Source: an optimization exercise on an open RTL-to-GDS flow (aim: small area, a short achievable clock period and few clock cycles per item). Production flows keep margins and buffers that such runs may drop.
Function was checked by simulation only, so behaviour that the tests miss may differ from the original.
Power and IR drop assume default switching activity.

job 101:
// display_test_pattern_generator
module display_test_pattern_generator (
  input  wire logic                           clk,
  input  wire logic                           rst_n,
  input  wire logic                           cfg_we,
  input  wire logic [dtpg_pkg::CFG_IDX_W-1:0] cfg_index,
  input  wire logic [dtpg_pkg::CFG_DAT_W-1:0] cfg_wdata,
  input  wire logic                           in_tvalid,
  output logic                                in_tready,
  input  wire logic [7:0]                     in_tdata,    
  output logic                                out_tvalid,
  input  wire logic                           out_tready,
  output logic [63:0]                         out_tdata,
  output logic                                out_tlast    
);
export LEC_CHECK = 0
export CAP_MARGIN = 20
export CORE_MARGIN = 2
export CORE_UTILIZATION = 40
export SETUP_SLACK_MARGIN = 4.6
export SLEW_MARGIN = 20
export TNS_END_PERCENT = 5
create_clock -name core_clock -period 7.5 [get_ports {clk}]
run.sh (not shown) runs the stock make flow with config.mk's settings and CLKGATE_MAP_FILE= SYNTH_SCRIPT=/design/flow/synth_recipe.tcl, a recipe that flattens the netlist after the stock synthesis.
Testbench counts of job 101, summed over its fixed seeds: cycles 30,016, items 29,696.
Relative to job 101, the following input files were edited for job 102:
- SETUP_SLACK_MARGIN: 4.6 -> 4.2
## What came out
Of job 101 and job 102, job 102 shows the lower clock network fraction of design power, with job 101 above it.
On via count normalized by instance count, job 101 and job 102 are neck and neck.
Power: job 102 draws less than job 101
Job 102 vs. job 101: total routing usage reported by global routing went down by 1.2 points.
Of the two candidates, job 101 has the worse finished layout cell area and job 102 the better one.
Detailed route wirelength on metal3: job 102 lower than job 101
NOTE count of clock-buffer cells in the layout job 101->job 102 increased by a few percent
Input changes introduced in job 103 (baseline for comparison: job 102):
- setting PLACE_DENSITY_LB_ADDON to 0.2 for the first time
- changing CORE_UTILIZATION from 40 to 60
==> flow/flow/run.sh (new file) <==
#!/bin/bash
# Standard layout (standard synthesis unchanged), with the port buffers made from plain
# buffers instead of the delay cells buffer_ports picks by default.
set -e
export BUFFER_PORTS_ARGS="-buffer_cell sky130_fd_sc_hd__buf_2"
export CTS_ARGS="-sink_clustering_enable -repair_clock_nets -dont_use_dummy_load"
bash standard.sh > standard.log 2>&1
==> flow/standard.sh (new file) <==
#!/bin/bash
# synth_recipe.tcl (not shown) runs the flow's synth.tcl, then flattens the netlist and writes it again
# the make line also repeats each setting of config.mk as NAME=value (left out here)
make -C /OpenROAD-flow-scripts/flow DESIGN_CONFIG=/design/flow/config.mk WORK_HOME=/design/flow/orfs CLKGATE_MAP_FILE= SYNTH_SCRIPT=/design/flow/synth_recipe.tcl "${@:-finish}"
removed: flow/run.sh
==> run summary <==
- Synthesis-to-layout area growth: higher on job 102
- Summary of job 103 over job 102: total global routing track utilization grew by 9.2 points, fmax stayed essentially flat.

* * *

== the baseline ==
display_test_pattern_generator again, from the RTL that the note above started with.
## display_test_pattern_generator
module display_test_pattern_generator (
  input  wire logic                           clk,
  input  wire logic                           rst_n,
  input  wire logic                           cfg_we,
  input  wire logic [dtpg_pkg::CFG_IDX_W-1:0] cfg_index,
  input  wire logic [dtpg_pkg::CFG_DAT_W-1:0] cfg_wdata,
  input  wire logic                           in_tvalid,
  output logic                                in_tready,
  input  wire logic [7:0]                     in_tdata,    
  output logic                                out_tvalid,
  input  wire logic                           out_tready,
  output logic [63:0]                         out_tdata,
  output logic                                out_tlast    
);
==> flow/config.mk <==
export PLATFORM = sky130hd
export DESIGN_NAME = display_test_pattern_generator
export DESIGN_NICKNAME = display_test_pattern_generator
export VERILOG_FILES = /design/flow/design.v
export SDC_FILE = /design/flow/constraint.sdc
export NUM_CORES = 4
export LEC_CHECK = 0
export CAP_MARGIN = 20
export CORE_MARGIN = 2
export CORE_UTILIZATION = 40
export SETUP_SLACK_MARGIN = 4.4
export SLEW_MARGIN = 20
export TNS_END_PERCENT = 5
==> flow/constraint.sdc <==
create_clock -name core_clock -period 7.5 [get_ports {clk}]
set_input_delay 1.5000 -clock core_clock [delete_from_list [all_inputs] [get_ports {clk}]]
set_output_delay 1.5000 -clock core_clock [all_outputs]
set_load 0.01 [all_outputs]
standard.sh (not shown) runs the stock make flow with config.mk's settings and CLKGATE_MAP_FILE= SYNTH_SCRIPT=/design/flow/synth_recipe.tcl, a recipe that flattens the netlist after the stock synthesis.
==> flow/flow/run.sh <==
#!/bin/bash
# Standard layout (standard synthesis unchanged), with the port buffers made from plain
# buffers instead of the delay cells buffer_ports picks by default.
set -e
export BUFFER_PORTS_ARGS="-buffer_cell sky130_fd_sc_hd__buf_2"
export CTS_ARGS="-sink_clustering_enable -repair_clock_nets -dont_use_dummy_load"
bash standard.sh > standard.log 2>&1
Testbench counts of the baseline, summed over its fixed seeds: cycles 30,016, items 29,696.
> inputs changed (the baseline -> the candidate)
Settings: changing CORE_UTILIZATION from 40 to 60; changing SETUP_SLACK_MARGIN from 4.4 to 4.2.
[summary]
- In the candidate the ratio of final minimum period to clock period turned out 0.56 points higher than in the baseline.
- Die area delta (the candidate − the baseline): favourable
- The candidate ends up with a setup slack that is 42 ps lower than in the baseline.
- Between the candidate and the baseline, the area after synthesis figures differ only marginally.
- | share of power burned in the clock network | the candidate vs the baseline | 0.9 points lower |
- Looking at launching element of the worst setup path, the u_dp.bq_r[1]$_SDFFE_PP0P_ result is from the baseline; the u_dp.bq_r[2]$_SDFFE_PP0P_ one comes from the candidate.
- The candidate against the baseline: post-layout utilization of the core rose by 23 points, register cell area after layout stayed essentially flat, sum of net half-perimeters after detailed placement fell by about 7%.
- Higher switching share of power was reported by the baseline, not the candidate.
- Re via count of the first global-routing pass: the candidate is 0.59% down on the baseline.
- In the candidate the pin slew with the least headroom to its limit turned out 28 ps lower than in the baseline.

* * *

display_test_pattern_generator again, from the RTL that the note above started with.
==> flow/config.mk <==
export PLATFORM = sky130hd
export DESIGN_NAME = display_test_pattern_generator
export DESIGN_NICKNAME = display_test_pattern_generator
export VERILOG_FILES = /design/flow/design.v
export SDC_FILE = /design/flow/constraint.sdc
export NUM_CORES = 4
export LEC_CHECK = 0
export CAP_MARGIN = 20
export CORE_MARGIN = 2
export CORE_UTILIZATION = 40
export PLACE_DENSITY_LB_ADDON = 0.35
export SETUP_SLACK_MARGIN = 4.2
export SLEW_MARGIN = 20
export TNS_END_PERCENT = 5
==> flow/constraint.sdc <==
create_clock -name core_clock -period 7.5 [get_ports {clk}]
set_input_delay 1.5000 -clock core_clock [delete_from_list [all_inputs] [get_ports {clk}]]
set_output_delay 1.5000 -clock core_clock [all_outputs]
set_load 0.01 [all_outputs]
Scripts as last shown in full above: flow/flow/run.sh
Testbench counts at the start, summed over its fixed seeds: cycles 30,016, items 29,696.
Edit:
--- a/flow/flow/run.sh
+++ b/flow/flow/run.sh
@@ -5,3 +5,2 @@
 export BUFFER_PORTS_ARGS="-buffer_cell sky130_fd_sc_hd__buf_2"
-export CTS_ARGS="-sink_clustering_enable -repair_clock_nets -dont_use_dummy_load"
 bash standard.sh > standard.log 2>&1
Settings changed: PLACE_DENSITY_LB_ADDON 0.35 to not set, SETUP_SLACK_MARGIN 4.2 to 4.0.
The changed run completed without violations.
Clock-buffer cell count went up by 11.
Sequential cell count stays the same.
Clock skew drops by 0.028 ns.
Cell area went down by about 0.7%.
First-iteration DRC count drops by 23%.
Cell count barely changes.
Worst setup slack got worse by 0.18 ns.
Register-to-register slack got worse by 0.10 ns.
Maximum frequency falls by about 5%.
Total power rises by 10%.
Die area is unchanged.
Edit:
==> flow/run.sh (new file) <==
#!/bin/bash
# synth_recipe.tcl (not shown) runs the flow's synth.tcl, then flattens the netlist and writes it again
# the make line also repeats each setting of config.mk as NAME=value (left out here)
make -C /OpenROAD-flow-scripts/flow DESIGN_CONFIG=/design/flow/config.mk WORK_HOME=/design/flow/orfs CLKGATE_MAP_FILE= SYNTH_SCRIPT=/design/flow/synth_recipe.tcl finish
Settings changed: CTS_BUF_LIST set to sky130_fd_sc_hd__clkbuf_4 sky130_fd_sc_hd__clkbuf_8, CTS_CLUSTER_SIZE set to 30, SETUP_SLACK_MARGIN 4.0 to 4.2.
removed: flow/flow/run.sh
removed: flow/standard.sh
The changed run passed the timing, DRC and antenna checks.
Combinational power goes up by 7.9%.
Hold slack gains 0.0073 ns.
Maximum frequency goes up by 4.7%.
Worst setup slack gains 0.16 ns.
Synthesized cell count does not change.
Cell count goes up by 3.6%.
Power goes down by 3.7%.
Sequential power is about the same.
Edit:
==> flow/flow/run.sh (new file) <==
#!/bin/bash
# Standard layout (standard synthesis unchanged), with the port buffers made from plain
# buffers instead of the delay cells buffer_ports picks by default.
set -e
export BUFFER_PORTS_ARGS="-buffer_cell sky130_fd_sc_hd__buf_2"
export CTS_ARGS="-sink_clustering_enable -repair_clock_nets -dont_use_dummy_load"
bash standard.sh > standard.log 2>&1
==> flow/standard.sh (new file) <==
#!/bin/bash
# synth_recipe.tcl (not shown) runs the flow's synth.tcl, then flattens the netlist and writes it again
# the make line also repeats each setting of config.mk as NAME=value (left out here)
make -C /OpenROAD-flow-scripts/flow DESIGN_CONFIG=/design/flow/config.mk WORK_HOME=/design/flow/orfs CLKGATE_MAP_FILE= SYNTH_SCRIPT=/design/flow/synth_recipe.tcl "${@:-finish}"
Settings changed: CTS_BUF_LIST sky130_fd_sc_hd__clkbuf_4 sky130_fd_sc_hd__clkbuf_8 to not set, CTS_CLUSTER_SIZE 30 to not set, PLACE_DENSITY_LB_ADDON set to 0.2.
removed: flow/run.sh
What happened: Sequential share of layout area grows by 1.4 points. Non-clock buffer count decreases by 21. Wire length fell by about 3%.
Edit:
Settings changed: PLACE_DENSITY_LB_ADDON 0.2 to not set.
What happened: Via count is about the same. Sequential cell count stays the same. Clock skew went up by 0.0050 ns. Setup slack loses 0.017 ns.

## static timing again, ports no longer ideal
No port has a modelled driver above. Below, the same layouts with a new extraction and two added sets of constraints. Step 1 (the two cells are an assumption about what drives the block):
set clk [get_ports {clk}]
set_driving_cell -lib_cell sky130_fd_sc_hd__clkbuf_16 $clk
set_driving_cell -lib_cell sky130_fd_sc_hd__buf_2 [delete_from_list [all_inputs] $clk]
Step 2 adds t to the input delays and takes it off the output delays; t is the mean of the earliest and latest rising clock arrival at the registers after step 1. Input paths then give back, and output paths get back, about the clock's delay inside the block. Three values: ideal, step 1, step 2; two values: the first two.
run | t (ns) | setup WS [ns] | worst data-port slew with drivers (ns)
job 101 | 0.616 | 4.152 / 4.112 / 3.589 | 0.05
job 102 | 0.619 | 4.111 / 4.054 / 3.560 | 0.04
job 103 | 0.588 | 4.116 / 4.066 / 3.611 | 0.05
the baseline | 0.601 | 4.151 / 4.098 / 3.594 | 0.04
the candidate | 0.588 | 4.108 / 4.058 / 3.648 | 0.05
the first run of note 3 | 0.593 | 4.128 / 4.073 / 3.589 | 0.06
the second run of note 3 | 0.625 | 3.949 / 3.891 / 3.470 | 0.04
the third run of note 3 | 0.649 | 4.109 / 4.058 / 3.528 | 0.04
the fourth run of note 3 | 0.602 | 4.125 / 4.070 / 3.642 | 0.07
the fifth run of note 3 | 0.614 | 4.108 / 4.052 / 3.547 | 0.04
After both steps setup and hold are still met in every run listed. The setup slack of the third run of note 3, which loses most, moves by -0.051 ns with the drivers and by -0.581 ns with both steps.
